This is an optimization exercise on Yosys and OpenROAD, whose aim is small area, a short achievable clock period and few clock cycles per item, not a production implementation.
In this exercise RTL edits were held to simulation tests only and were not proved equivalent to the original.

==> flow/design.v (outline; a module is shown in full before it is edited, if it fits) <==
// module bcpg_csa: 361 lines
// module bcpg_cpa: 318 lines
// module bcpg_sub: 376 lines
// module bcpg_wstep: 623 lines
// module bcpg_dstep: 460 lines
// module cubic_bezier_point_generator: 180 lines
module cubic_bezier_point_generator
(
    input  logic clk,
    input  logic rst_n,
    input  logic in_valid,
    output logic in_ready,
    input  logic [127:0] in_data,
    output logic out_valid,
    input  logic out_ready,
    output logic [38:0]  out_data
);
  // ...
==> flow/run.sh <==
#!/bin/bash
# synth_recipe.tcl (not shown) runs the flow's synth.tcl, then flattens the netlist and writes it again
# the make line also repeats each setting of config.mk as NAME=value (left out here)
make -C /OpenROAD-flow-scripts/flow DESIGN_CONFIG=/design/flow/config.mk WORK_HOME=/design/flow/orfs CLKGATE_MAP_FILE= SYNTH_SCRIPT=/design/flow/synth_recipe.tcl finish
==> flow/config.mk <==
export PLATFORM = sky130hd
export DESIGN_NAME = cubic_bezier_point_generator
export DESIGN_NICKNAME = cubic_bezier_point_generator
export VERILOG_FILES = /design/flow/design.v
export SDC_FILE = /design/flow/constraint.sdc
export NUM_CORES = 4
export LEC_CHECK = 0
export ABC_CLOCK_PERIOD_IN_PS = 3000
export CAP_MARGIN = 20
export CORE_MARGIN = 2
export CORE_UTILIZATION = 40
export CTS_BUF_LIST = sky130_fd_sc_hd__clkbuf_16
export CTS_CLUSTER_DIAMETER = 100
export CTS_CLUSTER_SIZE = 30
export SETUP_SLACK_MARGIN = 5
export SLEW_MARGIN = 20
==> flow/constraint.sdc <==
create_clock -name core_clock -period 8.0 [get_ports {clk}]
set_input_delay 1.6000 -clock core_clock [delete_from_list [all_inputs] [get_ports {clk}]]
set_output_delay 1.6000 -clock core_clock [all_outputs]
set_load 0.01 [all_outputs]
==> impl_summary.log, run 1 <==
INFO  metric critical_path.max_stage_delay = 470 ps
INFO  metric whs_endpoint = f_i[4]$_DFFE_PN_
INFO  metric critical_path.reg2reg.startpoint = g_coord[0].w[1][6]$_DFFE_PN_
INFO  metric ys_dominant_reg_cell = sky130_fd_sc_hd__edfxtp_1
INFO  metric drt-met1-wl = 57.5 mm
INFO  metric simple_gate_portion_of_the_synthesized_area = 8.58%
INFO  metric htree_levels = 2
INFO  metric outcome = complete, no violations
INFO  metric final_max_slew_viol_count = 0
INFO  metric tritoncts = yes
INFO  metric signal_buffers = 356
INFO  metric largest_cell_class = multi-input gates
INFO  metric hold_buffers = 0
INFO  metric grt_busiest_layer = met2
INFO  metric registers.top_by_ff_count = g_coord.w
INFO  metric drt-pass1-iter-count = 8
INFO  metric cts_setup_buffers = 101
INFO  metric clock_area_share = 2.26%
INFO  metric antenna_cells = 0
INFO  metric postSynthNetCount = 5693
INFO  metric timing.clock.skew = 42.9 ps
INFO  metric seq-cell-share = 38.8%
INFO  metric synth.area.mux_share = 0.451%
INFO  metric floorplan.rows = 134
INFO  metric initial_detailed_routing_violation_count = 2573
INFO  metric worstHoldPathCells = 0
INFO  metric setup-tns-final = 0 ps
INFO  metric multi_input_comb_area = 28800 sq um
INFO  metric layout.area.seq = 24000 sq um
INFO  metric stdcell_count = 6980
INFO  metric areaGrowthSynthToFinish = 15.1%
INFO  metric synthAdderAreaFrac = 18.1%
INFO  metric tapcell_cnt = 1768
INFO  metric cp-startpoint = in_data[65]
INFO  metric grt_overflow = 0
INFO  metric post_dp_cell_area = 57800 sq um
INFO  metric biggestRegsByFlops = g_coord.w (126), g_coord.d (102)
INFO  metric clock_sinks = 815
Testbench counts, summed over its fixed seeds: cycles 16,440, points 16,384.
==> module bcpg_cpa, before the edit <==
module bcpg_cpa
(
    input logic [15:0] s,
    input logic [15:0] c,
    input logic k,
    output logic [15:0] y
);
    logic n0;
    logic n1;
    logic n2;
    logic n3;
    logic n4;
    logic n5;
    logic n6;
    logic n7;
    logic n8;
    logic n9;
    logic n10;
    logic n11;
    logic n12;
    logic n13;
    logic n14;
    logic n15;
    logic n16;
    logic n17;
    logic n18;
    logic n19;
    logic n20;
    logic n21;
    logic n22;
    logic n23;
    logic n24;
    logic n25;
    logic n26;
    logic n27;
    logic n28;
    logic n29;
    logic n30;
    logic n31;
    logic n32;
    logic n33;
    logic n34;
    logic n35;
    logic n36;
    logic n37;
    logic n38;
    logic n39;
    logic n40;
    logic n41;
    logic n42;
    logic n43;
    logic n44;
    logic n45;
    logic n46;
    logic n47;
    logic n48;
    logic n49;
    logic n50;
    logic n51;
    logic n52;
    logic n53;
    logic n54;
    logic n55;
    logic n56;
    logic n57;
    logic n58;
    logic n59;
    logic n60;
    logic n61;
    logic n62;
    logic n63;
    logic n64;
    logic n65;
    logic n66;
    logic n67;
    logic n68;
    logic n69;
    logic n70;
    logic n71;
    logic n72;
    logic n73;
    logic n74;
    logic n75;
    logic n76;
    logic n77;
    logic n78;
    logic n79;
    logic n80;
    logic n81;
    logic n82;
    logic n83;
    logic n84;
    logic n85;
    logic n86;
    logic n87;
    logic n88;
    logic n89;
    logic n90;
    logic n91;
    logic n92;
    logic n93;
    logic n94;
    logic n95;
    logic n96;
    logic n97;
    logic n98;
    logic n99;
    logic n100;
    logic n101;
    logic n102;
    logic n103;
    logic n104;
    logic n105;
    logic n106;
    logic n107;
    logic n108;
    logic n109;
    logic n110;
    logic n111;
    logic n112;
    logic n113;
    logic n114;
    logic n115;
    logic n116;
    logic n117;
    logic n118;
    logic n119;
    logic n120;
    logic n121;
    logic n122;
    logic n123;
    logic n124;
    logic n125;
    logic n126;
    logic n127;
    logic n128;
    logic n129;
    logic n130;
    logic n131;
    logic n132;
    logic n133;
    logic n134;
    logic n135;
    logic n136;
    logic n137;
    logic n138;
    logic n139;
    logic n140;
    logic n141;
    logic n142;
    logic n143;
    logic n144;
    logic n145;
    logic n146;
    assign n0 = s[0] & c[0];
    assign n1 = s[0] ^ c[0];
    assign n2 = s[1] & c[1];
    assign n3 = s[1] ^ c[1];
    assign n4 = s[2] & c[2];
    assign n5 = s[2] ^ c[2];
    assign n6 = s[3] & c[3];
    assign n7 = s[3] ^ c[3];
    assign n8 = s[4] & c[4];
    assign n9 = s[4] ^ c[4];
    assign n10 = s[5] & c[5];
    assign n11 = s[5] ^ c[5];
    assign n12 = s[6] & c[6];
    assign n13 = s[6] ^ c[6];
    assign n14 = s[7] & c[7];
    assign n15 = s[7] ^ c[7];
    assign n16 = s[8] & c[8];
    assign n17 = s[8] ^ c[8];
    assign n18 = s[9] & c[9];
    assign n19 = s[9] ^ c[9];
    assign n20 = s[10] & c[10];
    assign n21 = s[10] ^ c[10];
    assign n22 = s[11] & c[11];
    assign n23 = s[11] ^ c[11];
    assign n24 = s[12] & c[12];
    assign n25 = s[12] ^ c[12];
    assign n26 = s[13] & c[13];
    assign n27 = s[13] ^ c[13];
    assign n28 = s[14] & c[14];
    assign n29 = s[14] ^ c[14];
    assign n30 = s[15] & c[15];
    assign n31 = s[15] ^ c[15];
    assign n32 = n0 | (n1 & k);
    assign n33 = n2 | (n3 & n32);
    assign n34 = n3 & n1;
    assign n35 = n4 | (n5 & n2);
    assign n36 = n5 & n3;
    assign n37 = n6 | (n7 & n4);
    assign n38 = n7 & n5;
    assign n39 = n8 | (n9 & n6);
    assign n40 = n9 & n7;
    assign n41 = n10 | (n11 & n8);
    assign n42 = n11 & n9;
    assign n43 = n12 | (n13 & n10);
    assign n44 = n13 & n11;
    assign n45 = n14 | (n15 & n12);
    assign n46 = n15 & n13;
    assign n47 = n16 | (n17 & n14);
    assign n48 = n17 & n15;
    assign n49 = n18 | (n19 & n16);
    assign n50 = n19 & n17;
    assign n51 = n20 | (n21 & n18);
    assign n52 = n21 & n19;
    assign n53 = n22 | (n23 & n20);
    assign n54 = n23 & n21;
    assign n55 = n24 | (n25 & n22);
    assign n56 = n25 & n23;
    assign n57 = n26 | (n27 & n24);
    assign n58 = n27 & n25;
    assign n59 = n28 | (n29 & n26);
    assign n60 = n29 & n27;
    assign n61 = n30 | (n31 & n28);
    assign n62 = n31 & n29;
    assign n63 = n35 | (n36 & n32);
    assign n64 = n36 & n1;
    assign n65 = n37 | (n38 & n33);
    assign n66 = n38 & n34;
    assign n67 = n39 | (n40 & n35);
    assign n68 = n40 & n36;
    assign n69 = n41 | (n42 & n37);
    assign n70 = n42 & n38;
    assign n71 = n43 | (n44 & n39);
    assign n72 = n44 & n40;
    assign n73 = n45 | (n46 & n41);
    assign n74 = n46 & n42;
    assign n75 = n47 | (n48 & n43);
    assign n76 = n48 & n44;
    assign n77 = n49 | (n50 & n45);
    assign n78 = n50 & n46;
    assign n79 = n51 | (n52 & n47);
    assign n80 = n52 & n48;
    assign n81 = n53 | (n54 & n49);
    assign n82 = n54 & n50;
    assign n83 = n55 | (n56 & n51);
    assign n84 = n56 & n52;
    assign n85 = n57 | (n58 & n53);
    assign n86 = n58 & n54;
    assign n87 = n59 | (n60 & n55);
    assign n88 = n60 & n56;
    assign n89 = n61 | (n62 & n57);
    assign n90 = n62 & n58;
    assign n91 = n67 | (n68 & n32);
    assign n92 = n68 & n1;
    assign n93 = n69 | (n70 & n33);
    assign n94 = n70 & n34;
    assign n95 = n71 | (n72 & n63);
    assign n96 = n72 & n64;
    assign n97 = n73 | (n74 & n65);
    assign n98 = n74 & n66;
    assign n99 = n75 | (n76 & n67);
    assign n100 = n76 & n68;
    assign n101 = n77 | (n78 & n69);
    assign n102 = n78 & n70;
    assign n103 = n79 | (n80 & n71);
    assign n104 = n80 & n72;
    assign n105 = n81 | (n82 & n73);
    assign n106 = n82 & n74;
    assign n107 = n83 | (n84 & n75);
    assign n108 = n84 & n76;
    assign n109 = n85 | (n86 & n77);
    assign n110 = n86 & n78;
    assign n111 = n87 | (n88 & n79);
    assign n112 = n88 & n80;
    assign n113 = n89 | (n90 & n81);
    assign n114 = n90 & n82;
    assign n115 = n99 | (n100 & n32);
    assign n116 = n100 & n1;
    assign n117 = n101 | (n102 & n33);
    assign n118 = n102 & n34;
    assign n119 = n103 | (n104 & n63);
    assign n120 = n104 & n64;
    assign n121 = n105 | (n106 & n65);
    assign n122 = n106 & n66;
    assign n123 = n107 | (n108 & n91);
    assign n124 = n108 & n92;
    assign n125 = n109 | (n110 & n93);
    assign n126 = n110 & n94;
    assign n127 = n111 | (n112 & n95);
    assign n128 = n112 & n96;
    assign n129 = n113 | (n114 & n97);
    assign n130 = n114 & n98;
    assign n131 = n1 ^ k;
    assign n132 = n3 ^ n32;
    assign n133 = n5 ^ n33;
    assign n134 = n7 ^ n63;
    assign n135 = n9 ^ n65;
    assign n136 = n11 ^ n91;
    assign n137 = n13 ^ n93;
    assign n138 = n15 ^ n95;
    assign n139 = n17 ^ n97;
    assign n140 = n19 ^ n115;
    assign n141 = n21 ^ n117;
    assign n142 = n23 ^ n119;
    assign n143 = n25 ^ n121;
    assign n144 = n27 ^ n123;
    assign n145 = n29 ^ n125;
    assign n146 = n31 ^ n127;
    assign y[0] = n131;
    assign y[1] = n132;
    assign y[2] = n133;
    assign y[3] = n134;
    assign y[4] = n135;
    assign y[5] = n136;
    assign y[6] = n137;
    assign y[7] = n138;
    assign y[8] = n139;
    assign y[9] = n140;
    assign y[10] = n141;
    assign y[11] = n142;
    assign y[12] = n143;
    assign y[13] = n144;
    assign y[14] = n145;
    assign y[15] = n146;
endmodule
==> run 2: changes to the inputs <==
--- a/flow/design.v
+++ b/flow/design.v
@@ -189,10 +189,4 @@
     logic n150;
     logic n151;
-    logic n152;
-    logic n153;
-    logic n154;
-    logic n155;
-    logic n156;
-    logic n157;
     assign n0 = ((bo[0] & e[0])) ^ bn[0];
     assign n1 = ((bo[0] & e[1]) | (bt[0] & e[0])) ^ bn[0];
@@ -332,26 +326,20 @@
     assign n135 = n1 & n127;
     assign n136 = n1 & n128;
-    assign n137 = n130 & n1;
-    assign n138 = n131 | (n132 & n129);
-    assign n139 = n132 & n130;
-    assign n140 = n133 | (n134 & n131);
-    assign n141 = n134 & n132;
-    assign n142 = 1'b0 & n133;
-    assign n143 = n129 | (n137 & n127);
-    assign n144 = n137 & n128;
-    assign n145 = n138 | (n139 & n135);
-    assign n146 = n139 & n136;
-    assign n147 = n140 | (n141 & n129);
-    assign n148 = n141 & n137;
-    assign n149 = n142 | (1'b0 & n138);
-    assign n150 = n147 | (n148 & n127);
-    assign n151 = n148 & n128;
-    assign n152 = n149 | (1'b0 & n135);
-    assign n153 = n1 ^ n127;
-    assign n154 = n130 ^ n135;
-    assign n155 = n132 ^ n143;
-    assign n156 = n134 ^ n145;
-    assign n157 = 1'b0 ^ n150;
-    assign k = n157;
+    assign n137 = n131 | (n132 & n129);
+    assign n138 = n132 & n130;
+    assign n139 = 1'b0 & n133;
+    assign n140 = n129 | (n130 & n135);
+    assign n141 = n130 & n136;
+    assign n142 = n137 | (n138 & n135);
+    assign n143 = n138 & n136;
+    assign n144 = n133 | (n134 & n142);
+    assign n145 = n134 & n143;
+    assign n146 = n139 | (1'b0 & n142);
+    assign n147 = n1 ^ n127;
+    assign n148 = n130 ^ n135;
+    assign n149 = n132 ^ n140;
+    assign n150 = n134 ^ n142;
+    assign n151 = 1'b0 ^ n144;
+    assign k = n151;
     assign s[0] = n95;
     assign c[0] = n94;
@@ -507,38 +495,4 @@
     logic n111;
     logic n112;
-    logic n113;
-    logic n114;
-    logic n115;
-    logic n116;
-    logic n117;
-    logic n118;
-    logic n119;
-    logic n120;
-    logic n121;
-    logic n122;
-    logic n123;
-    logic n124;
-    logic n125;
-    logic n126;
-    logic n127;
-    logic n128;
-    logic n129;
-    logic n130;
-    logic n131;
-    logic n132;
-    logic n133;
-    logic n134;
-    logic n135;
-    logic n136;
-    logic n137;
-    logic n138;
-    logic n139;
-    logic n140;
-    logic n141;
-    logic n142;
-    logic n143;
-    logic n144;
-    logic n145;
-    logic n146;
     assign n0 = s[0] & c[0];
     assign n1 = s[0] ^ c[0];
@@ -576,132 +530,98 @@
     assign n33 = n2 | (n3 & n32);
     assign n34 = n3 & n1;
-    assign n35 = n4 | (n5 & n2);
-    assign n36 = n5 & n3;
-    assign n37 = n6 | (n7 & n4);
-    assign n38 = n7 & n5;
-    assign n39 = n8 | (n9 & n6);
-    assign n40 = n9 & n7;
-    assign n41 = n10 | (n11 & n8);
-    assign n42 = n11 & n9;
-    assign n43 = n12 | (n13 & n10);
-    assign n44 = n13 & n11;
-    assign n45 = n14 | (n15 & n12);
-    assign n46 = n15 & n13;
-    assign n47 = n16 | (n17 & n14);
-    assign n48 = n17 & n15;
-    assign n49 = n18 | (n19 & n16);
-    assign n50 = n19 & n17;
-    assign n51 = n20 | (n21 & n18);
-    assign n52 = n21 & n19;
-    assign n53 = n22 | (n23 & n20);
-    assign n54 = n23 & n21;
-    assign n55 = n24 | (n25 & n22);
-    assign n56 = n25 & n23;
-    assign n57 = n26 | (n27 & n24);
-    assign n58 = n27 & n25;
-    assign n59 = n28 | (n29 & n26);
-    assign n60 = n29 & n27;
-    assign n61 = n30 | (n31 & n28);
-    assign n62 = n31 & n29;
-    assign n63 = n35 | (n36 & n32);
-    assign n64 = n36 & n1;
-    assign n65 = n37 | (n38 & n33);
-    assign n66 = n38 & n34;
-    assign n67 = n39 | (n40 & n35);
-    assign n68 = n40 & n36;
-    assign n69 = n41 | (n42 & n37);
-    assign n70 = n42 & n38;
-    assign n71 = n43 | (n44 & n39);
-    assign n72 = n44 & n40;
-    assign n73 = n45 | (n46 & n41);
-    assign n74 = n46 & n42;
-    assign n75 = n47 | (n48 & n43);
-    assign n76 = n48 & n44;
-    assign n77 = n49 | (n50 & n45);
-    assign n78 = n50 & n46;
-    assign n79 = n51 | (n52 & n47);
-    assign n80 = n52 & n48;
-    assign n81 = n53 | (n54 & n49);
-    assign n82 = n54 & n50;
-    assign n83 = n55 | (n56 & n51);
-    assign n84 = n56 & n52;
-    assign n85 = n57 | (n58 & n53);
-    assign n86 = n58 & n54;
-    assign n87 = n59 | (n60 & n55);
-    assign n88 = n60 & n56;
-    assign n89 = n61 | (n62 & n57);
-    assign n90 = n62 & n58;
-    assign n91 = n67 | (n68 & n32);
-    assign n92 = n68 & n1;
-    assign n93 = n69 | (n70 & n33);
-    assign n94 = n70 & n34;
-    assign n95 = n71 | (n72 & n63);
-    assign n96 = n72 & n64;
-    assign n97 = n73 | (n74 & n65);
-    assign n98 = n74 & n66;
-    assign n99 = n75 | (n76 & n67);
-    assign n100 = n76 & n68;
-    assign n101 = n77 | (n78 & n69);
-    assign n102 = n78 & n70;
-    assign n103 = n79 | (n80 & n71);
-    assign n104 = n80 & n72;
-    assign n105 = n81 | (n82 & n73);
-    assign n106 = n82 & n74;
-    assign n107 = n83 | (n84 & n75);
-    assign n108 = n84 & n76;
-    assign n109 = n85 | (n86 & n77);
-    assign n110 = n86 & n78;
-    assign n111 = n87 | (n88 & n79);
-    assign n112 = n88 & n80;
-    assign n113 = n89 | (n90 & n81);
-    assign n114 = n90 & n82;
-    assign n115 = n99 | (n100 & n32);
-    assign n116 = n100 & n1;
-    assign n117 = n101 | (n102 & n33);
-    assign n118 = n102 & n34;
-    assign n119 = n103 | (n104 & n63);
-    assign n120 = n104 & n64;
-    assign n121 = n105 | (n106 & n65);
-    assign n122 = n106 & n66;
-    assign n123 = n107 | (n108 & n91);
-    assign n124 = n108 & n92;
-    assign n125 = n109 | (n110 & n93);
-    assign n126 = n110 & n94;
-    assign n127 = n111 | (n112 & n95);
-    assign n128 = n112 & n96;
-    assign n129 = n113 | (n114 & n97);
-    assign n130 = n114 & n98;
-    assign n131 = n1 ^ k;
-    assign n132 = n3 ^ n32;
-    assign n133 = n5 ^ n33;
-    assign n134 = n7 ^ n63;
-    assign n135 = n9 ^ n65;
-    assign n136 = n11 ^ n91;
-    assign n137 = n13 ^ n93;
-    assign n138 = n15 ^ n95;
-    assign n139 = n17 ^ n97;
-    assign n140 = n19 ^ n115;
-    assign n141 = n21 ^ n117;
-    assign n142 = n23 ^ n119;
-    assign n143 = n25 ^ n121;
-    assign n144 = n27 ^ n123;
-    assign n145 = n29 ^ n125;
-    assign n146 = n31 ^ n127;
-    assign y[0] = n131;
-    assign y[1] = n132;
-    assign y[2] = n133;
-    assign y[3] = n134;
-    assign y[4] = n135;
-    assign y[5] = n136;
-    assign y[6] = n137;
-    assign y[7] = n138;
-    assign y[8] = n139;
-    assign y[9] = n140;
-    assign y[10] = n141;
-    assign y[11] = n142;
-    assign y[12] = n143;
-    assign y[13] = n144;
-    assign y[14] = n145;
-    assign y[15] = n146;
+    assign n35 = n6 | (n7 & n4);
+    assign n36 = n7 & n5;
+    assign n37 = n10 | (n11 & n8);
+    assign n38 = n11 & n9;
+    assign n39 = n14 | (n15 & n12);
+    assign n40 = n15 & n13;
+    assign n41 = n18 | (n19 & n16);
+    assign n42 = n19 & n17;
+    assign n43 = n22 | (n23 & n20);
+    assign n44 = n23 & n21;
+    assign n45 = n26 | (n27 & n24);
+    assign n46 = n27 & n25;
+    assign n47 = n30 | (n31 & n28);
+    assign n48 = n31 & n29;
+    assign n49 = n4 | (n5 & n33);
+    assign n50 = n5 & n34;
+    assign n51 = n35 | (n36 & n33);
+    assign n52 = n36 & n34;
+    assign n53 = n12 | (n13 & n37);
+    assign n54 = n13 & n38;
+    assign n55 = n39 | (n40 & n37);
+    assign n56 = n40 & n38;
+    assign n57 = n20 | (n21 & n41);
+    assign n58 = n21 & n42;
+    assign n59 = n43 | (n44 & n41);
+    assign n60 = n44 & n42;
+    assign n61 = n28 | (n29 & n45);
+    assign n62 = n29 & n46;
+    assign n63 = n47 | (n48 & n45);
+    assign n64 = n48 & n46;
+    assign n65 = n8 | (n9 & n51);
+    assign n66 = n9 & n52;
+    assign n67 = n37 | (n38 & n51);
+    assign n68 = n38 & n52;
+    assign n69 = n53 | (n54 & n51);
+    assign n70 = n54 & n52;
+    assign n71 = n55 | (n56 & n51);
+    assign n72 = n56 & n52;
+    assign n73 = n24 | (n25 & n59);
+    assign n74 = n25 & n60;
+    assign n75 = n45 | (n46 & n59);
+    assign n76 = n46 & n60;
+    assign n77 = n61 | (n62 & n59);
+    assign n78 = n62 & n60;
+    assign n79 = n63 | (n64 & n59);
+    assign n80 = n64 & n60;
+    assign n81 = n16 | (n17 & n71);
+    assign n82 = n17 & n72;
+    assign n83 = n41 | (n42 & n71);
+    assign n84 = n42 & n72;
+    assign n85 = n57 | (n58 & n71);
+    assign n86 = n58 & n72;
+    assign n87 = n59 | (n60 & n71);
+    assign n88 = n60 & n72;
+    assign n89 = n73 | (n74 & n71);
+    assign n90 = n74 & n72;
+    assign n91 = n75 | (n76 & n71);
+    assign n92 = n76 & n72;
+    assign n93 = n77 | (n78 & n71);
+    assign n94 = n78 & n72;
+    assign n95 = n79 | (n80 & n71);
+    assign n96 = n80 & n72;
+    assign n97 = n1 ^ k;
+    assign n98 = n3 ^ n32;
+    assign n99 = n5 ^ n33;
+    assign n100 = n7 ^ n49;
+    assign n101 = n9 ^ n51;
+    assign n102 = n11 ^ n65;
+    assign n103 = n13 ^ n67;
+    assign n104 = n15 ^ n69;
+    assign n105 = n17 ^ n71;
+    assign n106 = n19 ^ n81;
+    assign n107 = n21 ^ n83;
+    assign n108 = n23 ^ n85;
+    assign n109 = n25 ^ n87;
+    assign n110 = n27 ^ n89;
+    assign n111 = n29 ^ n91;
+    assign n112 = n31 ^ n93;
+    assign y[0] = n97;
+    assign y[1] = n98;
+    assign y[2] = n99;
+    assign y[3] = n100;
+    assign y[4] = n101;
+    assign y[5] = n102;
+    assign y[6] = n103;
+    assign y[7] = n104;
+    assign y[8] = n105;
+    assign y[9] = n106;
+    assign y[10] = n107;
+    assign y[11] = n108;
+    assign y[12] = n109;
+    assign y[13] = n110;
+    assign y[14] = n111;
+    assign y[15] = n112;
 endmodule
 module bcpg_sub
@@ -845,46 +765,4 @@
     logic n132;
     logic n133;
-    logic n134;
-    logic n135;
-    logic n136;
-    logic n137;
-    logic n138;
-    logic n139;
-    logic n140;
-    logic n141;
-    logic n142;
-    logic n143;
-    logic n144;
-    logic n145;
-    logic n146;
-    logic n147;
-    logic n148;
-    logic n149;
-    logic n150;
-    logic n151;
-    logic n152;
-    logic n153;
-    logic n154;
-    logic n155;
-    logic n156;
-    logic n157;
-    logic n158;
-    logic n159;
-    logic n160;
-    logic n161;
-    logic n162;
-    logic n163;
-    logic n164;
-    logic n165;
-    logic n166;
-    logic n167;
-    logic n168;
-    logic n169;
-    logic n170;
-    logic n171;
-    logic n172;
-    logic n173;
-    logic n174;
-    logic n175;
     assign n0 = ~b[15];
     assign n1 = ~a[0];
@@ -940,144 +818,102 @@
     assign n51 = n20 | (n21 & n50);
     assign n52 = n21 & n19;
-    assign n53 = n22 | (n23 & n20);
-    assign n54 = n23 & n21;
-    assign n55 = n24 | (n25 & n22);
-    assign n56 = n25 & n23;
-    assign n57 = n26 | (n27 & n24);
-    assign n58 = n27 & n25;
-    assign n59 = n28 | (n29 & n26);
-    assign n60 = n29 & n27;
-    assign n61 = n30 | (n31 & n28);
-    assign n62 = n31 & n29;
-    assign n63 = n32 | (n33 & n30);
-    assign n64 = n33 & n31;
-    assign n65 = n34 | (n35 & n32);
-    assign n66 = n35 & n33;
-    assign n67 = n36 | (n37 & n34);
-    assign n68 = n37 & n35;
-    assign n69 = n38 | (n39 & n36);
-    assign n70 = n39 & n37;
-    assign n71 = n40 | (n41 & n38);
-    assign n72 = n41 & n39;
-    assign n73 = n42 | (n43 & n40);
-    assign n74 = n43 & n41;
-    assign n75 = n44 | (n45 & n42);
-    assign n76 = n45 & n43;
-    assign n77 = n46 | (n47 & n44);
-    assign n78 = n47 & n45;
-    assign n79 = n48 | (n49 & n46);
-    assign n80 = n49 & n47;
-    assign n81 = 1'b1 & n48;
-    assign n82 = 1'b1 & n49;
-    assign n83 = n53 | (n54 & n50);
-    assign n84 = n54 & n19;
-    assign n85 = n55 | (n56 & n51);
-    assign n86 = n56 & n52;
-    assign n87 = n57 | (n58 & n53);
-    assign n88 = n58 & n54;
-    assign n89 = n59 | (n60 & n55);
-    assign n90 = n60 & n56;
-    assign n91 = n61 | (n62 & n57);
-    assign n92 = n62 & n58;
-    assign n93 = n63 | (n64 & n59);
-    assign n94 = n64 & n60;
-    assign n95 = n65 | (n66 & n61);
-    assign n96 = n66 & n62;
-    assign n97 = n67 | (n68 & n63);
-    assign n98 = n68 & n64;
-    assign n99 = n69 | (n70 & n65);
-    assign n100 = n70 & n66;
-    assign n101 = n71 | (n72 & n67);
-    assign n102 = n72 & n68;
-    assign n103 = n73 | (n74 & n69);
-    assign n104 = n74 & n70;
-    assign n105 = n75 | (n76 & n71);
-    assign n106 = n76 & n72;
-    assign n107 = n77 | (n78 & n73);
-    assign n108 = n78 & n74;
-    assign n109 = n79 | (n80 & n75);
-    assign n110 = n80 & n76;
-    assign n111 = n81 | (n82 & n77);
-    assign n112 = n82 & n78;
-    assign n113 = n87 | (n88 & n50);
-    assign n114 = n88 & n19;
-    assign n115 = n89 | (n90 & n51);
-    assign n116 = n90 & n52;
-    assign n117 = n91 | (n92 & n83);
-    assign n118 = n92 & n84;
-    assign n119 = n93 | (n94 & n85);
-    assign n120 = n94 & n86;
-    assign n121 = n95 | (n96 & n87);
-    assign n122 = n96 & n88;
-    assign n123 = n97 | (n98 & n89);
-    assign n124 = n98 & n90;
-    assign n125 = n99 | (n100 & n91);
-    assign n126 = n100 & n92;
-    assign n127 = n101 | (n102 & n93);
-    assign n128 = n102 & n94;
-    assign n129 = n103 | (n104 & n95);
-    assign n130 = n104 & n96;
-    assign n131 = n105 | (n106 & n97);
-    assign n132 = n106 & n98;
-    assign n133 = n107 | (n108 & n99);
-    assign n134 = n108 & n100;
-    assign n135 = n109 | (n110 & n101);
-    assign n136 = n110 & n102;
-    assign n137 = n111 | (n112 & n103);
-    assign n138 = n112 & n104;
-    assign n139 = n121 | (n122 & n50);
-    assign n140 = n122 & n19;
-    assign n141 = n123 | (n124 & n51);
-    assign n142 = n124 & n52;
-    assign n143 = n125 | (n126 & n83);
-    assign n144 = n126 & n84;
-    assign n145 = n127 | (n128 & n85);
-    assign n146 = n128 & n86;
-    assign n147 = n129 | (n130 & n113);
-    assign n148 = n130 & n114;
-    assign n149 = n131 | (n132 & n115);
-    assign n150 = n132 & n116;
-    assign n151 = n133 | (n134 & n117);
-    assign n152 = n134 & n118;
-    assign n153 = n135 | (n136 & n119);
-    assign n154 = n136 & n120;
-    assign n155 = n137 | (n138 & n121);
-    assign n156 = n138 & n122;
-    assign n157 = n155 | (n156 & n50);
-    assign n158 = n156 & n19;
-    assign n159 = n19 ^ 1'b1;
-    assign n160 = n21 ^ n50;
-    assign n161 = n23 ^ n51;
-    assign n162 = n25 ^ n83;
-    assign n163 = n27 ^ n85;
-    assign n164 = n29 ^ n113;
-    assign n165 = n31 ^ n115;
-    assign n166 = n33 ^ n117;
-    assign n167 = n35 ^ n119;
-    assign n168 = n37 ^ n139;
-    assign n169 = n39 ^ n141;
-    assign n170 = n41 ^ n143;
-    assign n171 = n43 ^ n145;
-    assign n172 = n45 ^ n147;
-    assign n173 = n47 ^ n149;
-    assign n174 = n49 ^ n151;
-    assign n175 = 1'b1 ^ n153;
-    assign e[0] = n159;
-    assign e[1] = n160;
-    assign e[2] = n161;
-    assign e[3] = n162;
-    assign e[4] = n163;
-    assign e[5] = n164;
-    assign e[6] = n165;
-    assign e[7] = n166;
-    assign e[8] = n167;
-    assign e[9] = n168;
-    assign e[10] = n169;
-    assign e[11] = n170;
-    assign e[12] = n171;
-    assign e[13] = n172;
-    assign e[14] = n173;
-    assign e[15] = n174;
-    assign e[16] = n175;
+    assign n53 = n24 | (n25 & n22);
+    assign n54 = n25 & n23;
+    assign n55 = n28 | (n29 & n26);
+    assign n56 = n29 & n27;
+    assign n57 = n32 | (n33 & n30);
+    assign n58 = n33 & n31;
+    assign n59 = n36 | (n37 & n34);
+    assign n60 = n37 & n35;
+    assign n61 = n40 | (n41 & n38);
+    assign n62 = n41 & n39;
+    assign n63 = n44 | (n45 & n42);
+    assign n64 = n45 & n43;
+    assign n65 = n48 | (n49 & n46);
+    assign n66 = n49 & n47;
+    assign n67 = n22 | (n23 & n51);
+    assign n68 = n23 & n52;
+    assign n69 = n53 | (n54 & n51);
+    assign n70 = n54 & n52;
+    assign n71 = n30 | (n31 & n55);
+    assign n72 = n31 & n56;
+    assign n73 = n57 | (n58 & n55);
+    assign n74 = n58 & n56;
+    assign n75 = n38 | (n39 & n59);
+    assign n76 = n39 & n60;
+    assign n77 = n61 | (n62 & n59);
+    assign n78 = n62 & n60;
+    assign n79 = n46 | (n47 & n63);
+    assign n80 = n47 & n64;
+    assign n81 = n65 | (n66 & n63);
+    assign n82 = n66 & n64;
+    assign n83 = n26 | (n27 & n69);
+    assign n84 = n27 & n70;
+    assign n85 = n55 | (n56 & n69);
+    assign n86 = n56 & n70;
+    assign n87 = n71 | (n72 & n69);
+    assign n88 = n72 & n70;
+    assign n89 = n73 | (n74 & n69);
+    assign n90 = n74 & n70;
+    assign n91 = n42 | (n43 & n77);
+    assign n92 = n43 & n78;
+    assign n93 = n63 | (n64 & n77);
+    assign n94 = n64 & n78;
+    assign n95 = n79 | (n80 & n77);
+    assign n96 = n80 & n78;
+    assign n97 = n81 | (n82 & n77);
+    assign n98 = n82 & n78;
+    assign n99 = n34 | (n35 & n89);
+    assign n100 = n35 & n90;
+    assign n101 = n59 | (n60 & n89);
+    assign n102 = n60 & n90;
+    assign n103 = n75 | (n76 & n89);
+    assign n104 = n76 & n90;
+    assign n105 = n77 | (n78 & n89);
+    assign n106 = n78 & n90;
+    assign n107 = n91 | (n92 & n89);
+    assign n108 = n92 & n90;
+    assign n109 = n93 | (n94 & n89);
+    assign n110 = n94 & n90;
+    assign n111 = n95 | (n96 & n89);
+    assign n112 = n96 & n90;
+    assign n113 = n97 | (n98 & n89);
+    assign n114 = n98 & n90;
+    assign n115 = 1'b1 & n113;
+    assign n116 = 1'b1 & n114;
+    assign n117 = n19 ^ 1'b1;
+    assign n118 = n21 ^ n50;
+    assign n119 = n23 ^ n51;
+    assign n120 = n25 ^ n67;
+    assign n121 = n27 ^ n69;
+    assign n122 = n29 ^ n83;
+    assign n123 = n31 ^ n85;
+    assign n124 = n33 ^ n87;
+    assign n125 = n35 ^ n89;
+    assign n126 = n37 ^ n99;
+    assign n127 = n39 ^ n101;
+    assign n128 = n41 ^ n103;
+    assign n129 = n43 ^ n105;
+    assign n130 = n45 ^ n107;
+    assign n131 = n47 ^ n109;
+    assign n132 = n49 ^ n111;
+    assign n133 = 1'b1 ^ n113;
+    assign e[0] = n117;
+    assign e[1] = n118;
+    assign e[2] = n119;
+    assign e[3] = n120;
+    assign e[4] = n121;
+    assign e[5] = n122;
+    assign e[6] = n123;
+    assign e[7] = n124;
+    assign e[8] = n125;
+    assign e[9] = n126;
+    assign e[10] = n127;
+    assign e[11] = n128;
+    assign e[12] = n129;
+    assign e[13] = n130;
+    assign e[14] = n131;
+    assign e[15] = n132;
+    assign e[16] = n133;
 endmodule
 module bcpg_wstep
@@ -1321,68 +1157,4 @@
     logic n231;
     logic n232;
-    logic n233;
-    logic n234;
-    logic n235;
-    logic n236;
-    logic n237;
-    logic n238;
-    logic n239;
-    logic n240;
-    logic n241;
-    logic n242;
-    logic n243;
-    logic n244;
-    logic n245;
-    logic n246;
-    logic n247;
-    logic n248;
-    logic n249;
-    logic n250;
-    logic n251;
-    logic n252;
-    logic n253;
-    logic n254;
-    logic n255;
-    logic n256;
-    logic n257;
-    logic n258;
-    logic n259;
-    logic n260;
-    logic n261;
-    logic n262;
-    logic n263;
-    logic n264;
-    logic n265;
-    logic n266;
-    logic n267;
-    logic n268;
-    logic n269;
-    logic n270;
-    logic n271;
-    logic n272;
-    logic n273;
-    logic n274;
-    logic n275;
-    logic n276;
-    logic n277;
-    logic n278;
-    logic n279;
-    logic n280;
-    logic n281;
-    logic n282;
-    logic n283;
-    logic n284;
-    logic n285;
-    logic n286;
-    logic n287;
-    logic n288;
-    logic n289;
-    logic n290;
-    logic n291;
-    logic n292;
-    logic n293;
-    logic n294;
-    logic n295;
-    logic n296;
     assign n0 = ~pa[15];
     assign n1 = ~pb[0];
@@ -1516,191 +1288,127 @@
     assign n129 = n89 | (n90 & n87);
     assign n130 = n90 & n88;
-    assign n131 = n91 | (n92 & n89);
-    assign n132 = n92 & n90;
-    assign n133 = n93 | (n94 & n91);
-    assign n134 = n94 & n92;
-    assign n135 = n95 | (n96 & n93);
-    assign n136 = n96 & n94;
-    assign n137 = n97 | (n98 & n95);
-    assign n138 = n98 & n96;
-    assign n139 = n99 | (n100 & n97);
-    assign n140 = n100 & n98;
-    assign n141 = n101 | (n102 & n99);
-    assign n142 = n102 & n100;
-    assign n143 = n103 | (n104 & n101);
-    assign n144 = n104 & n102;
-    assign n145 = n105 | (n106 & n103);
-    assign n146 = n106 & n104;
-    assign n147 = n107 | (n108 & n105);
-    assign n148 = n108 & n106;
-    assign n149 = n109 | (n110 & n107);
-    assign n150 = n110 & n108;
-    assign n151 = n111 | (n112 & n109);
-    assign n152 = n112 & n110;
-    assign n153 = n113 | (n114 & n111);
-    assign n154 = n114 & n112;
-    assign n155 = n115 | (n116 & n113);
-    assign n156 = n116 & n114;
-    assign n157 = n117 | (n118 & n115);
-    assign n158 = n118 & n116;
-    assign n159 = n119 | (n120 & n117);
-    assign n160 = n120 & n118;
-    assign n161 = n121 | (n122 & n119);
-    assign n162 = n122 & n120;
-    assign n163 = n123 | (n124 & n121);
-    assign n164 = n124 & n122;
-    assign n165 = n125 | (n126 & n123);
-    assign n166 = n126 & n124;
-    assign n167 = n127 | (n128 & n125);
-    assign n168 = n128 & n126;
-    assign n169 = n131 | (n132 & n87);
-    assign n170 = n132 & n88;
-    assign n171 = n133 | (n134 & n129);
-    assign n172 = n134 & n130;
-    assign n173 = n135 | (n136 & n131);
-    assign n174 = n136 & n132;
-    assign n175 = n137 | (n138 & n133);
-    assign n176 = n138 & n134;
-    assign n177 = n139 | (n140 & n135);
-    assign n178 = n140 & n136;
-    assign n179 = n141 | (n142 & n137);
-    assign n180 = n142 & n138;
-    assign n181 = n143 | (n144 & n139);
-    assign n182 = n144 & n140;
-    assign n183 = n145 | (n146 & n141);
-    assign n184 = n146 & n142;
-    assign n185 = n147 | (n148 & n143);
-    assign n186 = n148 & n144;
-    assign n187 = n149 | (n150 & n145);
-    assign n188 = n150 & n146;
-    assign n189 = n151 | (n152 & n147);
-    assign n190 = n152 & n148;
-    assign n191 = n153 | (n154 & n149);
-    assign n192 = n154 & n150;
-    assign n193 = n155 | (n156 & n151);
-    assign n194 = n156 & n152;
-    assign n195 = n157 | (n158 & n153);
-    assign n196 = n158 & n154;
-    assign n197 = n159 | (n160 & n155);
-    assign n198 = n160 & n156;
-    assign n199 = n161 | (n162 & n157);
-    assign n200 = n162 & n158;
-    assign n201 = n163 | (n164 & n159);
-    assign n202 = n164 & n160;
-    assign n203 = n165 | (n166 & n161);
-    assign n204 = n166 & n162;
-    assign n205 = n167 | (n168 & n163);
-    assign n206 = n168 & n164;
-    assign n207 = n173 | (n174 & n87);
-    assign n208 = n174 & n88;
-    assign n209 = n175 | (n176 & n129);
-    assign n210 = n176 & n130;
-    assign n211 = n177 | (n178 & n169);
-    assign n212 = n178 & n170;
-    assign n213 = n179 | (n180 & n171);
-    assign n214 = n180 & n172;
-    assign n215 = n181 | (n182 & n173);
-    assign n216 = n182 & n174;
-    assign n217 = n183 | (n184 & n175);
-    assign n218 = n184 & n176;
-    assign n219 = n185 | (n186 & n177);
-    assign n220 = n186 & n178;
-    assign n221 = n187 | (n188 & n179);
-    assign n222 = n188 & n180;
-    assign n223 = n189 | (n190 & n181);
-    assign n224 = n190 & n182;
-    assign n225 = n191 | (n192 & n183);
-    assign n226 = n192 & n184;
-    assign n227 = n193 | (n194 & n185);
-    assign n228 = n194 & n186;
-    assign n229 = n195 | (n196 & n187);
-    assign n230 = n196 & n188;
-    assign n231 = n197 | (n198 & n189);
-    assign n232 = n198 & n190;
-    assign n233 = n199 | (n200 & n191);
-    assign n234 = n200 & n192;
-    assign n235 = n201 | (n202 & n193);
-    assign n236 = n202 & n194;
-    assign n237 = n203 | (n204 & n195);
-    assign n238 = n204 & n196;
-    assign n239 = n205 | (n206 & n197);
-    assign n240 = n206 & n198;
-    assign n241 = n215 | (n216 & n87);
-    assign n242 = n216 & n88;
-    assign n243 = n217 | (n218 & n129);
-    assign n244 = n218 & n130;
-    assign n245 = n219 | (n220 & n169);
-    assign n246 = n220 & n170;
-    assign n247 = n221 | (n222 & n171);
-    assign n248 = n222 & n172;
-    assign n249 = n223 | (n224 & n207);
-    assign n250 = n224 & n208;
-    assign n251 = n225 | (n226 & n209);
-    assign n252 = n226 & n210;
-    assign n253 = n227 | (n228 & n211);
-    assign n254 = n228 & n212;
-    assign n255 = n229 | (n230 & n213);
-    assign n256 = n230 & n214;
-    assign n257 = n231 | (n232 & n215);
-    assign n258 = n232 & n216;
-    assign n259 = n233 | (n234 & n217);
-    assign n260 = n234 & n218;
-    assign n261 = n235 | (n236 & n219);
-    assign n262 = n236 & n220;
-    assign n263 = n237 | (n238 & n221);
-    assign n264 = n238 & n222;
-    assign n265 = n239 | (n240 & n223);
-    assign n266 = n240 & n224;
-    assign n267 = n257 | (n258 & n87);
-    assign n268 = n258 & n88;
-    assign n269 = n259 | (n260 & n129);
-    assign n270 = n260 & n130;
-    assign n271 = n261 | (n262 & n169);
-    assign n272 = n262 & n170;
-    assign n273 = n263 | (n264 & n171);
-    assign n274 = n264 & n172;
-    assign n275 = n265 | (n266 & n207);
-    assign n276 = n266 & n208;
-    assign n277 = n90 ^ n87;
-    assign n278 = n92 ^ n129;
-    assign n279 = n94 ^ n169;
-    assign n280 = n96 ^ n171;
-    assign n281 = n98 ^ n207;
-    assign n282 = n100 ^ n209;
-    assign n283 = n102 ^ n211;
-    assign n284 = n104 ^ n213;
-    assign n285 = n106 ^ n241;
-    assign n286 = n108 ^ n243;
-    assign n287 = n110 ^ n245;
-    assign n288 = n112 ^ n247;
-    assign n289 = n114 ^ n249;
-    assign n290 = n116 ^ n251;
-    assign n291 = n118 ^ n253;
-    assign n292 = n120 ^ n255;
-    assign n293 = n122 ^ n267;
-    assign n294 = n124 ^ n269;
-    assign n295 = n126 ^ n271;
-    assign n296 = n128 ^ n273;
+    assign n131 = n93 | (n94 & n91);
+    assign n132 = n94 & n92;
+    assign n133 = n97 | (n98 & n95);
+    assign n134 = n98 & n96;
+    assign n135 = n101 | (n102 & n99);
+    assign n136 = n102 & n100;
+    assign n137 = n105 | (n106 & n103);
+    assign n138 = n106 & n104;
+    assign n139 = n109 | (n110 & n107);
+    assign n140 = n110 & n108;
+    assign n141 = n113 | (n114 & n111);
+    assign n142 = n114 & n112;
+    assign n143 = n117 | (n118 & n115);
+    assign n144 = n118 & n116;
+    assign n145 = n121 | (n122 & n119);
+    assign n146 = n122 & n120;
+    assign n147 = n125 | (n126 & n123);
+    assign n148 = n126 & n124;
+    assign n149 = n91 | (n92 & n129);
+    assign n150 = n92 & n130;
+    assign n151 = n131 | (n132 & n129);
+    assign n152 = n132 & n130;
+    assign n153 = n99 | (n100 & n133);
+    assign n154 = n100 & n134;
+    assign n155 = n135 | (n136 & n133);
+    assign n156 = n136 & n134;
+    assign n157 = n107 | (n108 & n137);
+    assign n158 = n108 & n138;
+    assign n159 = n139 | (n140 & n137);
+    assign n160 = n140 & n138;
+    assign n161 = n115 | (n116 & n141);
+    assign n162 = n116 & n142;
+    assign n163 = n143 | (n144 & n141);
+    assign n164 = n144 & n142;
+    assign n165 = n123 | (n124 & n145);
+    assign n166 = n124 & n146;
+    assign n167 = n147 | (n148 & n145);
+    assign n168 = n148 & n146;
+    assign n169 = n95 | (n96 & n151);
+    assign n170 = n96 & n152;
+    assign n171 = n133 | (n134 & n151);
+    assign n172 = n134 & n152;
+    assign n173 = n153 | (n154 & n151);
+    assign n174 = n154 & n152;
+    assign n175 = n155 | (n156 & n151);
+    assign n176 = n156 & n152;
+    assign n177 = n111 | (n112 & n159);
+    assign n178 = n112 & n160;
+    assign n179 = n141 | (n142 & n159);
+    assign n180 = n142 & n160;
+    assign n181 = n161 | (n162 & n159);
+    assign n182 = n162 & n160;
+    assign n183 = n163 | (n164 & n159);
+    assign n184 = n164 & n160;
+    assign n185 = n127 | (n128 & n167);
+    assign n186 = n128 & n168;
+    assign n187 = n103 | (n104 & n175);
+    assign n188 = n104 & n176;
+    assign n189 = n137 | (n138 & n175);
+    assign n190 = n138 & n176;
+    assign n191 = n157 | (n158 & n175);
+    assign n192 = n158 & n176;
+    assign n193 = n159 | (n160 & n175);
+    assign n194 = n160 & n176;
+    assign n195 = n177 | (n178 & n175);
+    assign n196 = n178 & n176;
+    assign n197 = n179 | (n180 & n175);
+    assign n198 = n180 & n176;
+    assign n199 = n181 | (n182 & n175);
+    assign n200 = n182 & n176;
+    assign n201 = n183 | (n184 & n175);
+    assign n202 = n184 & n176;
+    assign n203 = n119 | (n120 & n201);
+    assign n204 = n120 & n202;
+    assign n205 = n145 | (n146 & n201);
+    assign n206 = n146 & n202;
+    assign n207 = n165 | (n166 & n201);
+    assign n208 = n166 & n202;
+    assign n209 = n167 | (n168 & n201);
+    assign n210 = n168 & n202;
+    assign n211 = n185 | (n186 & n201);
+    assign n212 = n186 & n202;
+    assign n213 = n90 ^ n87;
+    assign n214 = n92 ^ n129;
+    assign n215 = n94 ^ n149;
+    assign n216 = n96 ^ n151;
+    assign n217 = n98 ^ n169;
+    assign n218 = n100 ^ n171;
+    assign n219 = n102 ^ n173;
+    assign n220 = n104 ^ n175;
+    assign n221 = n106 ^ n187;
+    assign n222 = n108 ^ n189;
+    assign n223 = n110 ^ n191;
+    assign n224 = n112 ^ n193;
+    assign n225 = n114 ^ n195;
+    assign n226 = n116 ^ n197;
+    assign n227 = n118 ^ n199;
+    assign n228 = n120 ^ n201;
+    assign n229 = n122 ^ n203;
+    assign n230 = n124 ^ n205;
+    assign n231 = n126 ^ n207;
+    assign n232 = n128 ^ n209;
     assign y[0] = n88;
-    assign y[1] = n277;
-    assign y[2] = n278;
-    assign y[3] = n279;
-    assign y[4] = n280;
-    assign y[5] = n281;
-    assign y[6] = n282;
-    assign y[7] = n283;
-    assign y[8] = n284;
-    assign y[9] = n285;
-    assign y[10] = n286;
-    assign y[11] = n287;
-    assign y[12] = n288;
-    assign y[13] = n289;
-    assign y[14] = n290;
-    assign y[15] = n291;
-    assign y[16] = n292;
-    assign y[17] = n293;
-    assign y[18] = n294;
-    assign y[19] = n295;
-    assign y[20] = n296;
+    assign y[1] = n213;
+    assign y[2] = n214;
+    assign y[3] = n215;
+    assign y[4] = n216;
+    assign y[5] = n217;
+    assign y[6] = n218;
+    assign y[7] = n219;
+    assign y[8] = n220;
+    assign y[9] = n221;
+    assign y[10] = n222;
+    assign y[11] = n223;
+    assign y[12] = n224;
+    assign y[13] = n225;
+    assign y[14] = n226;
+    assign y[15] = n227;
+    assign y[16] = n228;
+    assign y[17] = n229;
+    assign y[18] = n230;
+    assign y[19] = n231;
+    assign y[20] = n232;
 endmodule
 module bcpg_dstep
@@ -1862,68 +1570,4 @@
     logic n150;
     logic n151;
-    logic n152;
-    logic n153;
-    logic n154;
-    logic n155;
-    logic n156;
-    logic n157;
-    logic n158;
-    logic n159;
-    logic n160;
-    logic n161;
-    logic n162;
-    logic n163;
-    logic n164;
-    logic n165;
-    logic n166;
-    logic n167;
-    logic n168;
-    logic n169;
-    logic n170;
-    logic n171;
-    logic n172;
-    logic n173;
-    logic n174;
-    logic n175;
-    logic n176;
-    logic n177;
-    logic n178;
-    logic n179;
-    logic n180;
-    logic n181;
-    logic n182;
-    logic n183;
-    logic n184;
-    logic n185;
-    logic n186;
-    logic n187;
-    logic n188;
-    logic n189;
-    logic n190;
-    logic n191;
-    logic n192;
-    logic n193;
-    logic n194;
-    logic n195;
-    logic n196;
-    logic n197;
-    logic n198;
-    logic n199;
-    logic n200;
-    logic n201;
-    logic n202;
-    logic n203;
-    logic n204;
-    logic n205;
-    logic n206;
-    logic n207;
-    logic n208;
-    logic n209;
-    logic n210;
-    logic n211;
-    logic n212;
-    logic n213;
-    logic n214;
-    logic n215;
     assign n0 = ~d[16];
     assign n1 = ~w[16];
@@ -1976,191 +1620,127 @@
     assign n48 = n8 | (n9 & n6);
     assign n49 = n9 & n7;
-    assign n50 = n10 | (n11 & n8);
-    assign n51 = n11 & n9;
-    assign n52 = n12 | (n13 & n10);
-    assign n53 = n13 & n11;
-    assign n54 = n14 | (n15 & n12);
-    assign n55 = n15 & n13;
-    assign n56 = n16 | (n17 & n14);
-    assign n57 = n17 & n15;
-    assign n58 = n18 | (n19 & n16);
-    assign n59 = n19 & n17;
-    assign n60 = n20 | (n21 & n18);
-    assign n61 = n21 & n19;
-    assign n62 = n22 | (n23 & n20);
-    assign n63 = n23 & n21;
-    assign n64 = n24 | (n25 & n22);
-    assign n65 = n25 & n23;
-    assign n66 = n26 | (n27 & n24);
-    assign n67 = n27 & n25;
-    assign n68 = n28 | (n29 & n26);
-    assign n69 = n29 & n27;
-    assign n70 = n30 | (n31 & n28);
-    assign n71 = n31 & n29;
-    assign n72 = n32 | (n33 & n30);
-    assign n73 = n33 & n31;
-    assign n74 = n34 | (n35 & n32);
-    assign n75 = n35 & n33;
-    assign n76 = n36 | (n37 & n34);
-    assign n77 = n37 & n35;
-    assign n78 = n38 | (n39 & n36);
-    assign n79 = n39 & n37;
-    assign n80 = n40 | (n41 & n38);
-    assign n81 = n41 & n39;
-    assign n82 = n42 | (n43 & n40);
-    assign n83 = n43 & n41;
-    assign n84 = n44 | (n45 & n42);
-    assign n85 = n45 & n43;
-    assign n86 = n46 | (n47 & n44);
-    assign n87 = n47 & n45;
-    assign n88 = n50 | (n51 & n6);
-    assign n89 = n51 & n7;
-    assign n90 = n52 | (n53 & n48);
-    assign n91 = n53 & n49;
-    assign n92 = n54 | (n55 & n50);
-    assign n93 = n55 & n51;
-    assign n94 = n56 | (n57 & n52);
-    assign n95 = n57 & n53;
-    assign n96 = n58 | (n59 & n54);
-    assign n97 = n59 & n55;
-    assign n98 = n60 | (n61 & n56);
-    assign n99 = n61 & n57;
-    assign n100 = n62 | (n63 & n58);
-    assign n101 = n63 & n59;
-    assign n102 = n64 | (n65 & n60);
-    assign n103 = n65 & n61;
-    assign n104 = n66 | (n67 & n62);
-    assign n105 = n67 & n63;
-    assign n106 = n68 | (n69 & n64);
-    assign n107 = n69 & n65;
-    assign n108 = n70 | (n71 & n66);
-    assign n109 = n71 & n67;
-    assign n110 = n72 | (n73 & n68);
-    assign n111 = n73 & n69;
-    assign n112 = n74 | (n75 & n70);
-    assign n113 = n75 & n71;
-    assign n114 = n76 | (n77 & n72);
-    assign n115 = n77 & n73;
-    assign n116 = n78 | (n79 & n74);
-    assign n117 = n79 & n75;
-    assign n118 = n80 | (n81 & n76);
-    assign n119 = n81 & n77;
-    assign n120 = n82 | (n83 & n78);
-    assign n121 = n83 & n79;
-    assign n122 = n84 | (n85 & n80);
-    assign n123 = n85 & n81;
-    assign n124 = n86 | (n87 & n82);
-    assign n125 = n87 & n83;
-    assign n126 = n92 | (n93 & n6);
-    assign n127 = n93 & n7;
-    assign n128 = n94 | (n95 & n48);
-    assign n129 = n95 & n49;
-    assign n130 = n96 | (n97 & n88);
-    assign n131 = n97 & n89;
-    assign n132 = n98 | (n99 & n90);
-    assign n133 = n99 & n91;
-    assign n134 = n100 | (n101 & n92);
-    assign n135 = n101 & n93;
-    assign n136 = n102 | (n103 & n94);
-    assign n137 = n103 & n95;
-    assign n138 = n104 | (n105 & n96);
-    assign n139 = n105 & n97;
-    assign n140 = n106 | (n107 & n98);
-    assign n141 = n107 & n99;
-    assign n142 = n108 | (n109 & n100);
-    assign n143 = n109 & n101;
-    assign n144 = n110 | (n111 & n102);
-    assign n145 = n111 & n103;
-    assign n146 = n112 | (n113 & n104);
-    assign n147 = n113 & n105;
-    assign n148 = n114 | (n115 & n106);
-    assign n149 = n115 & n107;
-    assign n150 = n116 | (n117 & n108);
-    assign n151 = n117 & n109;
-    assign n152 = n118 | (n119 & n110);
-    assign n153 = n119 & n111;
-    assign n154 = n120 | (n121 & n112);
-    assign n155 = n121 & n113;
-    assign n156 = n122 | (n123 & n114);
-    assign n157 = n123 & n115;
-    assign n158 = n124 | (n125 & n116);
-    assign n159 = n125 & n117;
-    assign n160 = n134 | (n135 & n6);
-    assign n161 = n135 & n7;
-    assign n162 = n136 | (n137 & n48);
-    assign n163 = n137 & n49;
-    assign n164 = n138 | (n139 & n88);
-    assign n165 = n139 & n89;
-    assign n166 = n140 | (n141 & n90);
-    assign n167 = n141 & n91;
-    assign n168 = n142 | (n143 & n126);
-    assign n169 = n143 & n127;
-    assign n170 = n144 | (n145 & n128);
-    assign n171 = n145 & n129;
-    assign n172 = n146 | (n147 & n130);
-    assign n173 = n147 & n131;
-    assign n174 = n148 | (n149 & n132);
-    assign n175 = n149 & n133;
-    assign n176 = n150 | (n151 & n134);
-    assign n177 = n151 & n135;
-    assign n178 = n152 | (n153 & n136);
-    assign n179 = n153 & n137;
-    assign n180 = n154 | (n155 & n138);
-    assign n181 = n155 & n139;
-    assign n182 = n156 | (n157 & n140);
-    assign n183 = n157 & n141;
-    assign n184 = n158 | (n159 & n142);
-    assign n185 = n159 & n143;
-    assign n186 = n176 | (n177 & n6);
-    assign n187 = n177 & n7;
-    assign n188 = n178 | (n179 & n48);
-    assign n189 = n179 & n49;
-    assign n190 = n180 | (n181 & n88);
-    assign n191 = n181 & n89;
-    assign n192 = n182 | (n183 & n90);
-    assign n193 = n183 & n91;
-    assign n194 = n184 | (n185 & n126);
-    assign n195 = n185 & n127;
-    assign n196 = n9 ^ n6;
-    assign n197 = n11 ^ n48;
-    assign n198 = n13 ^ n88;
-    assign n199 = n15 ^ n90;
-    assign n200 = n17 ^ n126;
-    assign n201 = n19 ^ n128;
-    assign n202 = n21 ^ n130;
-    assign n203 = n23 ^ n132;
-    assign n204 = n25 ^ n160;
-    assign n205 = n27 ^ n162;
-    assign n206 = n29 ^ n164;
-    assign n207 = n31 ^ n166;
-    assign n208 = n33 ^ n168;
-    assign n209 = n35 ^ n170;
-    assign n210 = n37 ^ n172;
-    assign n211 = n39 ^ n174;
-    assign n212 = n41 ^ n186;
-    assign n213 = n43 ^ n188;
-    assign n214 = n45 ^ n190;
-    assign n215 = n47 ^ n192;
+    assign n50 = n12 | (n13 & n10);
+    assign n51 = n13 & n11;
+    assign n52 = n16 | (n17 & n14);
+    assign n53 = n17 & n15;
+    assign n54 = n20 | (n21 & n18);
+    assign n55 = n21 & n19;
+    assign n56 = n24 | (n25 & n22);
+    assign n57 = n25 & n23;
+    assign n58 = n28 | (n29 & n26);
+    assign n59 = n29 & n27;
+    assign n60 = n32 | (n33 & n30);
+    assign n61 = n33 & n31;
+    assign n62 = n36 | (n37 & n34);
+    assign n63 = n37 & n35;
+    assign n64 = n40 | (n41 & n38);
+    assign n65 = n41 & n39;
+    assign n66 = n44 | (n45 & n42);
+    assign n67 = n45 & n43;
+    assign n68 = n10 | (n11 & n48);
+    assign n69 = n11 & n49;
+    assign n70 = n50 | (n51 & n48);
+    assign n71 = n51 & n49;
+    assign n72 = n18 | (n19 & n52);
+    assign n73 = n19 & n53;
+    assign n74 = n54 | (n55 & n52);
+    assign n75 = n55 & n53;
+    assign n76 = n26 | (n27 & n56);
+    assign n77 = n27 & n57;
+    assign n78 = n58 | (n59 & n56);
+    assign n79 = n59 & n57;
+    assign n80 = n34 | (n35 & n60);
+    assign n81 = n35 & n61;
+    assign n82 = n62 | (n63 & n60);
+    assign n83 = n63 & n61;
+    assign n84 = n42 | (n43 & n64);
+    assign n85 = n43 & n65;
+    assign n86 = n66 | (n67 & n64);
+    assign n87 = n67 & n65;
+    assign n88 = n14 | (n15 & n70);
+    assign n89 = n15 & n71;
+    assign n90 = n52 | (n53 & n70);
+    assign n91 = n53 & n71;
+    assign n92 = n72 | (n73 & n70);
+    assign n93 = n73 & n71;
+    assign n94 = n74 | (n75 & n70);
+    assign n95 = n75 & n71;
+    assign n96 = n30 | (n31 & n78);
+    assign n97 = n31 & n79;
+    assign n98 = n60 | (n61 & n78);
+    assign n99 = n61 & n79;
+    assign n100 = n80 | (n81 & n78);
+    assign n101 = n81 & n79;
+    assign n102 = n82 | (n83 & n78);
+    assign n103 = n83 & n79;
+    assign n104 = n46 | (n47 & n86);
+    assign n105 = n47 & n87;
+    assign n106 = n22 | (n23 & n94);
+    assign n107 = n23 & n95;
+    assign n108 = n56 | (n57 & n94);
+    assign n109 = n57 & n95;
+    assign n110 = n76 | (n77 & n94);
+    assign n111 = n77 & n95;
+    assign n112 = n78 | (n79 & n94);
+    assign n113 = n79 & n95;
+    assign n114 = n96 | (n97 & n94);
+    assign n115 = n97 & n95;
+    assign n116 = n98 | (n99 & n94);
+    assign n117 = n99 & n95;
+    assign n118 = n100 | (n101 & n94);
+    assign n119 = n101 & n95;
+    assign n120 = n102 | (n103 & n94);
+    assign n121 = n103 & n95;
+    assign n122 = n38 | (n39 & n120);
+    assign n123 = n39 & n121;
+    assign n124 = n64 | (n65 & n120);
+    assign n125 = n65 & n121;
+    assign n126 = n84 | (n85 & n120);
+    assign n127 = n85 & n121;
+    assign n128 = n86 | (n87 & n120);
+    assign n129 = n87 & n121;
+    assign n130 = n104 | (n105 & n120);
+    assign n131 = n105 & n121;
+    assign n132 = n9 ^ n6;
+    assign n133 = n11 ^ n48;
+    assign n134 = n13 ^ n68;
+    assign n135 = n15 ^ n70;
+    assign n136 = n17 ^ n88;
+    assign n137 = n19 ^ n90;
+    assign n138 = n21 ^ n92;
+    assign n139 = n23 ^ n94;
+    assign n140 = n25 ^ n106;
+    assign n141 = n27 ^ n108;
+    assign n142 = n29 ^ n110;
+    assign n143 = n31 ^ n112;
+    assign n144 = n33 ^ n114;
+    assign n145 = n35 ^ n116;
+    assign n146 = n37 ^ n118;
+    assign n147 = n39 ^ n120;
+    assign n148 = n41 ^ n122;
+    assign n149 = n43 ^ n124;
+    assign n150 = n45 ^ n126;
+    assign n151 = n47 ^ n128;
     assign y[0] = n7;
-    assign y[1] = n196;
-    assign y[2] = n197;
-    assign y[3] = n198;
-    assign y[4] = n199;
-    assign y[5] = n200;
-    assign y[6] = n201;
-    assign y[7] = n202;
-    assign y[8] = n203;
-    assign y[9] = n204;
-    assign y[10] = n205;
-    assign y[11] = n206;
-    assign y[12] = n207;
-    assign y[13] = n208;
-    assign y[14] = n209;
-    assign y[15] = n210;
-    assign y[16] = n211;
-    assign y[17] = n212;
-    assign y[18] = n213;
-    assign y[19] = n214;
-    assign y[20] = n215;
+    assign y[1] = n132;
+    assign y[2] = n133;
+    assign y[3] = n134;
+    assign y[4] = n135;
+    assign y[5] = n136;
+    assign y[6] = n137;
+    assign y[7] = n138;
+    assign y[8] = n139;
+    assign y[9] = n140;
+    assign y[10] = n141;
+    assign y[11] = n142;
+    assign y[12] = n143;
+    assign y[13] = n144;
+    assign y[14] = n145;
+    assign y[15] = n146;
+    assign y[16] = n147;
+    assign y[17] = n148;
+    assign y[18] = n149;
+    assign y[19] = n150;
+    assign y[20] = n151;
 endmodule
 import bcpg_pkg::*;
--- a/flow/config.mk
+++ b/flow/config.mk
@@ -10,7 +10,4 @@
 export CORE_MARGIN = 2
 export CORE_UTILIZATION = 40
-export CTS_BUF_LIST = sky130_fd_sc_hd__clkbuf_16
-export CTS_CLUSTER_DIAMETER = 100
-export CTS_CLUSTER_SIZE = 30
 export SETUP_SLACK_MARGIN = 5
 export SLEW_MARGIN = 20
==> run 2 against run 1 <==
Clock skew down 19 ps. Sequential share of layout area grew 1.6 points. Area after synthesis decreased by 6.2%. Synthesized cell count shrank 18%. Critical path depth grew 3. Cell count fell by 13%. Largest cell class unchanged. Highest routed layer unchanged.
==> impl_summary.log, run 2 <==
INFO  metric final_max_slew_viol_count = 0 (unchanged)
INFO  metric sequential_cell_area_fraction_in_the_yosys_report = 47.6% (was 44.7%)
INFO  metric cts_root_buffer = sky130_fd_sc_hd__clkbuf_16 (unchanged)
INFO  metric timing.clock.skew = 23.4 ps (was 42.9 ps)
INFO  metric hp-start = c_i[3]$_DFFE_PN_ (was e_i[4]$_DFFE_PN_)
INFO  metric initial_detailed_routing_violation_count = 1693 (was 2573)
INFO  metric min-delay-path-class = reg2reg (unchanged)
INFO  metric clock_sinks = 815 (unchanged)
INFO  metric registers.top_by_ff_count = g_coord.w (unchanged)
INFO  metric design.final.nets = 5175 (was 5964)
INFO  metric largest_net_degree_at_the_start_of_global_routing = 172 (was 166)
INFO  metric post-synth-top-area-fraction = 45.6% (was 42.8%)
INFO  metric achievable-frequency = 0.314 GHz (was 0.312 GHz)
INFO  metric outcome = complete, no violations (unchanged)
INFO  metric htree_levels = 3 (was 2)
INFO  metric post_synth_instance_area = 50500 sq um (was 53800 sq um)
INFO  metric route.detailed.vias_per_inst = 5.12 (was 5.32)
INFO  metric hold_buffers = 0 (unchanged)
INFO  metric leading_cell_types_in_the_layout_fill_and_taps_excluded = sky130_fd_sc_hd__edfxtp_1, sky130_fd_sc_hd__inv_1, sky130_fd_sc_hd__ha_1 (unchanged)
INFO  metric drc_errors = 0 (unchanged)
INFO  metric finalWorstSetupSlack = 4820 ps (was 4800 ps)
INFO  metric fin_util = 47.5% (was 46.4%)
INFO  metric ys_dominant_reg_cell = sky130_fd_sc_hd__edfxtp_1 (unchanged)
INFO  metric drt-pass1-iter-count = 5 (was 8)
INFO  metric areaGrowthSynthToFinish = 18.0% (was 15.1%)
INFO  metric postSynthNetCount = 4884 (was 5693)
INFO  metric fraction_of_layout_instances_using_a_drive_strength_above_1 = 13.8% (was 11.8%)
INFO  metric critPathArrivalTime = 3600 ps (was 3690 ps)
INFO  metric floorplan.rows = 130 (was 134)
INFO  metric design.portCount = 173 (unchanged)
INFO  metric post_synth_edffs = 767 (unchanged)
INFO  metric cp-startpoint = in_data[80] (was in_data[65])
INFO  metric post_synth_inst_count = 4047 (was 4910)
INFO  metric worst_path_clk_slew = 70 ps (was 110 ps)
INFO  metric simple_gate_portion_of_the_synthesized_area = 5.43% (was 8.58%)
INFO  metric gpl_congestion = 0.817 (was 0.847)
INFO  metric design.die.area = 129000 sq um (was 137000 sq um)
INFO  metric critical_path.reg2reg.startpoint = g_coord[0].w[0][0]$_SDFFCE_PN0N_ (was g_coord[0].w[1][6]$_DFFE_PN_)
INFO  metric y_dimension_of_the_die = 359 microns (was 371 microns)
INFO  metric biggestRegsByFlops = g_coord.w (126), g_coord.d (102) (unchanged)
INFO  metric synthAdderAreaFrac = 21.8% (was 18.1%)
INFO  metric yosys.area_share.xor_xnor = 8.35% (was 7.67%)
INFO  metric synth.area.mux_share = 0.486% (was 0.451%)
INFO  metric setup-tns-final = 0 ps (unchanged)
INFO  metric grt_overflow = 0 (unchanged)
INFO  metric post_dp_cell_area = 54300 sq um (was 57800 sq um)
INFO  metric tritoncts = yes (unchanged)
INFO  metric grt_pass1_wl = 172 mm (was 194 mm)
INFO  metric antenna_cells = 0 (unchanged)
==> run 2: changes by cell type in the layout (fill, tap and decap cells not counted), moves of 64 or more <==
cell | before | now
sky130_fd_sc_hd__a21oi_1 | 183 | 107
sky130_fd_sc_hd__a22o_1 | 15 | 79
sky130_fd_sc_hd__a22oi_1 | 271 | 204
sky130_fd_sc_hd__inv_1 | 558 | 384
sky130_fd_sc_hd__nand2_1 | 308 | 178
sky130_fd_sc_hd__nor2_1 | 253 | 146
sky130_fd_sc_hd__o21ai_0 | 250 | 172
sky130_fd_sc_hd__xnor2_1 | 208 | 298
sky130_fd_sc_hd__xor2_1 | 263 | 180
==> run 2: final timing paths <==
kind	end	slack (ps)	cells past startpoint
worst min-delay path	d_i[3]$_DFFE_PN_	410	0
worst min register to register	d_i[3]$_DFFE_PN_	410	0
worst max register to register	g_coord[0].w[0][17]$_DFFE_PN_	4930	13
max in group asynchronous	rdy$_DFF_PN1_	6410	1
worst max-delay path	g_coord[0].d[0][13]$_DFFE_PP_	4820	13
min in group asynchronous	o_v$_DFFE_PN0N_	1260	1
==> run 2: timing repair <==
| action | 4_1_cts | 5_1_grt |
|---|---|---|
| endpoints found under the setup margin | 365 | 215 |
| setup buffers | 56 | 59 |
| resized for setup | 372 | 183 |
| gates cloned | 2 | 0 |
| pin swaps | 117 | 133 |
==> run 2: cell families (layout without fill, tap and decap cells) <==
logic type	count (synthesis)	in the layout
fa+ha+maj	705	705
compound gates	907	907
mux	22	22
xor+xnor	481	481
buf+inv	539	911
simple gates	578	580
flops	815	815
==> run 2: final cells by class <==
cell class,count,area [sq um]
clock buffers,126,2640
flip-flops and latches,815,24000
repair buffers,317,2820
clock inverters,55,738
well taps,1650,2060
fillers,11200,65900
inverters,413,1640
multi-input cells,2695,25600
==> run 2: critical path, cell delays in order <==
cell,delay [ps]
sky130_fd_sc_hd__buf_12,120
sky130_fd_sc_hd__inv_12,50
sky130_fd_sc_hd__ha_4,120
sky130_fd_sc_hd__fa_2,230
sky130_fd_sc_hd__nor2b_4,50
sky130_fd_sc_hd__o21ai_4,150
sky130_fd_sc_hd__a21boi_2,80
sky130_fd_sc_hd__o211ai_1,290
sky130_fd_sc_hd__a21boi_2,130
sky130_fd_sc_hd__buf_4,140
sky130_fd_sc_hd__o41a_1,340
sky130_fd_sc_hd__buf_4,150
sky130_fd_sc_hd__xor2_1,140
==> run 2: per-stage QoR <==
step	cells
floorplan	4047
global route	6071
CTS	6012
finish	6071
detailed placement	5773
global placement	5771
==> run 2: metal layers <==
| metal | share of wire (%) | global-route usage (%) | vias up |
|---|---|---|---|
| met1 | 48 | 23.3 | 15200 |
| li1 | - | - | 15100 |
| met5 | 0.024 | 0 | - |
| met3 | 4.6 | 2.71 | 158 |
| met2 | 46 | 26.4 | 651 |
| met4 | 2.0 | 4.29 | 4 |
Testbench counts of run 2, summed over its fixed seeds: cycles 16,440, points 16,384.

static timing again, ports no longer ideal:
In the flow no input, the clock included, has a driving cell. The finished layouts below were timed again as built, in two steps.
Step 1, drivers: a clkbuf_16 drives clk and a buf_2 each remaining input, both assumed.
Step 2 times the ports against the registers' clock, not the clock port: input delays grow and output delays shrink by t, the midpoint of the rising clock arrivals with the driver on.
Three values: no drivers, after step 1, after step 2; two values: the first two.
run	t, ns	slack for setup (ns)	slew at the worst register clock pin (ns)	cell pins on the clock port's net
run 1	0.722	4.797 / 4.789 / 4.067	0.12 / 0.12	1
run 2	0.725	4.816 / 4.828 / 4.103	0.07 / 0.07	1
After both steps every run listed still meets setup and hold. For run 1, which loses most, drivers alone change the setup slack by -0.008 ns; drivers and shift together by -0.730 ns.
